From an optimization exercise on the open Yosys and OpenROAD flow, aimed at small area, a short achievable clock period and few clock cycles per item; shortcuts taken in it are not production practice. The RTL was checked by simulation tests, not by an equivalence proof against the original design.

==> 12-12 <==
==> flow/design.v (excerpt) <==
module dual_velocity_pi_feedforward (
	input  logic               clk,
	input  logic               arst_n,
	input  logic               sample_valid,
	output logic               sample_ready,
	input  logic signed [15:0] sample_target_a,
	input  logic signed [15:0] sample_target_b,
	input  logic signed [15:0] sample_speed_a,
	input  logic signed [15:0] sample_speed_b,
	output logic               command_valid,
	input  logic               command_ready,
	output logic signed [10:0] command_drive_a,
	output logic signed [10:0] command_drive_b,
	input  logic               cfg_valid,
	output logic               cfg_ready,
	input  logic [2:0]         cfg_index,
	input  logic [15:0]        cfg_data
);
	localparam int DEPTH = 5;
	localparam int CREDITS = DEPTH + 2;
	localparam int QD = CREDITS;
	dvpf_pkg::booth_t   kf, ka, kp, ki;
	logic               ki_top;
	logic [10:0]        lim_hi_n, lim_lo_n;
	logic [DEPTH-1:0]   vq;
	logic               push;
	logic signed [10:0] drive_a, drive_b;
	logic               accept, take;
	logic [4:0]         owed, owed_nx;
  ...
Settings: LEC_CHECK=0, CAP_MARGIN=20, CORE_MARGIN=2, CORE_UTILIZATION=60, CTS_CLUSTER_DIAMETER=100, CTS_CLUSTER_SIZE=30, SLEW_MARGIN=20, SYNTH_HIERARCHICAL=1, SYNTH_MINIMUM_KEEP_SIZE=0; clock period 11.0 ns.
standard.sh (not shown) runs the stock make flow with config.mk's settings and CLKGATE_MAP_FILE= SYNTH_SCRIPT=/design/flow/synth_recipe.tcl, a recipe that flattens the netlist after the stock synthesis.
==> flow/flow/run.sh <==
#!/bin/bash
set -euo pipefail
bash standard.sh SETUP_SLACK_MARGIN=${SETUP_MARGIN:-7.7} \
	"BUFFER_PORTS_ARGS=-buffer_cell sky130_fd_sc_hd__buf_2" finish > standard.log 2>&1
==> 12-10 (differences from 12-12) <==
==> flow/flow/run.sh (replaced) <==
#!/bin/bash
set -euo pipefail
bash standard.sh SETUP_SLACK_MARGIN=${SETUP_MARGIN:-7.5} \
	"BUFFER_PORTS_ARGS=-buffer_cell sky130_fd_sc_hd__buf_2" finish > standard.log 2>&1
Settings changed: ABC_AREA set to 1, CTS_CLUSTER_DIAMETER 100 to 90, CTS_CLUSTER_SIZE 30 to 28.
==> 08-02 (differences from 12-12) <==
--- a/flow/design.v
+++ b/flow/design.v
@@ -44,46 +44,35 @@
 	output dvpf_pkg::booth_t                     ki,
 	output logic                                 ki_top,
 	output logic [dvpf_pkg::LIMIT_WIDTH-1:0]     lim_hi_n,
 	output logic [dvpf_pkg::LIMIT_WIDTH-1:0]     lim_lo_n
 );
-	dvpf_pkg::booth_t                     enc;
-	logic                                 wr_q;
-	logic [dvpf_pkg::CFG_INDEX_WIDTH-1:0] idx_q;
-	logic [dvpf_pkg::CFG_DATA_WIDTH-1:0]  data_q;
+	dvpf_pkg::booth_t enc;
 	assign cfg_ready = 1'b1;
-	assign enc       = dvpf_pkg::booth_encode(data_q);
-	always_ff @(posedge clk) begin
-		idx_q  <= cfg_index;
-		data_q <= cfg_data;
-	end
+	assign enc       = dvpf_pkg::booth_encode(cfg_data);
 	always_ff @(posedge clk or negedge arst_n) begin
 		if (!arst_n) begin
-			wr_q   <= 1'b0;
 			kf     <= '0;
 			ka     <= '0;
 			kp     <= '0;
 			ki     <= '0;
 			ki_top <= 1'b0;
 			lim_hi_n <= ~dvpf_pkg::INTEG_UPPER_RST;
 			lim_lo_n <= ~dvpf_pkg::INTEG_LOWER_RST;
-		end else begin
-			wr_q <= cfg_valid;
-			if (wr_q) begin
-				case (idx_q)
-					dvpf_pkg::REG_FF_GAIN:     kf <= enc;
-					dvpf_pkg::REG_ACCEL_GAIN:  ka <= enc;
-					dvpf_pkg::REG_PROP_GAIN:   kp <= enc;
-					dvpf_pkg::REG_ISTEP_GAIN: begin
-						ki     <= enc;
-						ki_top <= data_q[15];
-					end
-					dvpf_pkg::REG_INTEG_UPPER: lim_hi_n <= ~data_q[dvpf_pkg::LIMIT_WIDTH-1:0];
-					dvpf_pkg::REG_INTEG_LOWER: lim_lo_n <= ~data_q[dvpf_pkg::LIMIT_WIDTH-1:0];
-					default: ;
-				endcase
-			end
+		end else if (cfg_valid) begin
+			case (cfg_index)
+				dvpf_pkg::REG_FF_GAIN:     kf <= enc;
+				dvpf_pkg::REG_ACCEL_GAIN:  ka <= enc;
+				dvpf_pkg::REG_PROP_GAIN:   kp <= enc;
+				dvpf_pkg::REG_ISTEP_GAIN: begin
+					ki     <= enc;
+					ki_top <= cfg_data[15];
+				end
+				dvpf_pkg::REG_INTEG_UPPER: lim_hi_n <= ~cfg_data[dvpf_pkg::LIMIT_WIDTH-1:0];
+				dvpf_pkg::REG_INTEG_LOWER: lim_lo_n <= ~cfg_data[dvpf_pkg::LIMIT_WIDTH-1:0];
+				default: ;
+			endcase
 		end
 	end
 endmodule
 module dvpf_chan (
 	input  logic               clk,
@@ -5189,11 +5178,14 @@
 	assign p = ~(ph | pl);
 endmodule
 module dvpf_gcp (input logic gh, ph, gl, output logic g);
 	assign g = ~(gh & (ph | gl));
 endmodule
-module dual_velocity_pi_feedforward (
+module dual_velocity_pi_feedforward #(
+	parameter int SPEED_WIDTH    = 16,
+	parameter int GAIN_FRAC_BITS = 8
+) (
 	input  logic               clk,
 	input  logic               arst_n,
 	input  logic               sample_valid,
 	output logic               sample_ready,
 	input  logic signed [15:0] sample_target_a,
==> flow_metrics.py <==
metrics = {
    "floorplanning": {
        "core_um2": 157800,
    },
    "outcome": {
        "violations": "antenna violations",
        "status": "finished with violations",
    },
    "routing": {
        "ant_nets": 1,
    },
}
[end of results for 08-02]
==> flow_metrics.py <==
metrics = {
    "floorplanning": {
        "core_um2": 158200,
    },
    "timing": {
        "fin_crit_sh_pct": 31.67,
    },
    "cells_and_area": {
        "final_cell_area_um2": 101700,
    },
    "placement": {
        "place_ws_ps": 6633,
    },
    "routing": {
        "ant_nets": 0,
    },
    "logic_synthesis": {
        "syn_area_per_cell_um2": 11.23,
    },
    "outcome": {
        "status": "complete, no violations",
    },
    "critical_path": {
        "crit_cells": 1,
    },
}
[end of results for 12-12]
==> flow_metrics.py <==
metrics = {
    "outcome": {
        "status": "complete, no violations",
    },
    "logic_synthesis": {
        "yosys_warnings": 9,
    },
    "timing": {
        "fin_crit_sh_pct": 31.98,
    },
    "placement": {
        "dpl-instance-area_um2": 96760,
    },
}
[end of results for 12-10]
Testbench counts of 12-12, summed over its fixed seeds: cycles 16,224, items 16,000.
Testbench counts of 12-10, summed over its fixed seeds: cycles 16,224, items 16,000.
Testbench counts of 08-02, summed over its fixed seeds: cycles 16,224, items 16,000.

## re-timing with driven ports
How much do the figures lean on ideal ports? The routed layouts below were timed once more, with nothing changed but the port constraints.
Step 1, drivers: a clkbuf_16 drives clk and a buf_2 each remaining input, both assumed.
Step 2 moves the port delays by t, midway between the first and last clock arrival at a register: inputs arrive t later, outputs are due t later. That takes back most of the time a late clock gives input paths.
Slacks: ideal / step 1 / step 2; pairs: ideal / step 1.
run | t, ns | slack for setup (ns) | worst setup path after step 2 | clock arrival spread, ns | pins driven straight from the clock port
12-12 | 0.801 | 7.517 / 7.434 / 7.148 | input to register | 0.038 / 0.038 | 1
12-10 | 0.796 | 7.482 / 7.403 / 7.071 | input, reset recovery | 0.066 / 0.067 | 1
08-02 | 0.821 | 7.539 / 7.447 / 7.115 | input to register | 0.053 / 0.053 | 1
For 08-02, which loses most, drivers alone change the setup slack by -0.092 ns; drivers and shift together by -0.424 ns. Setup slack includes reset recovery checks.
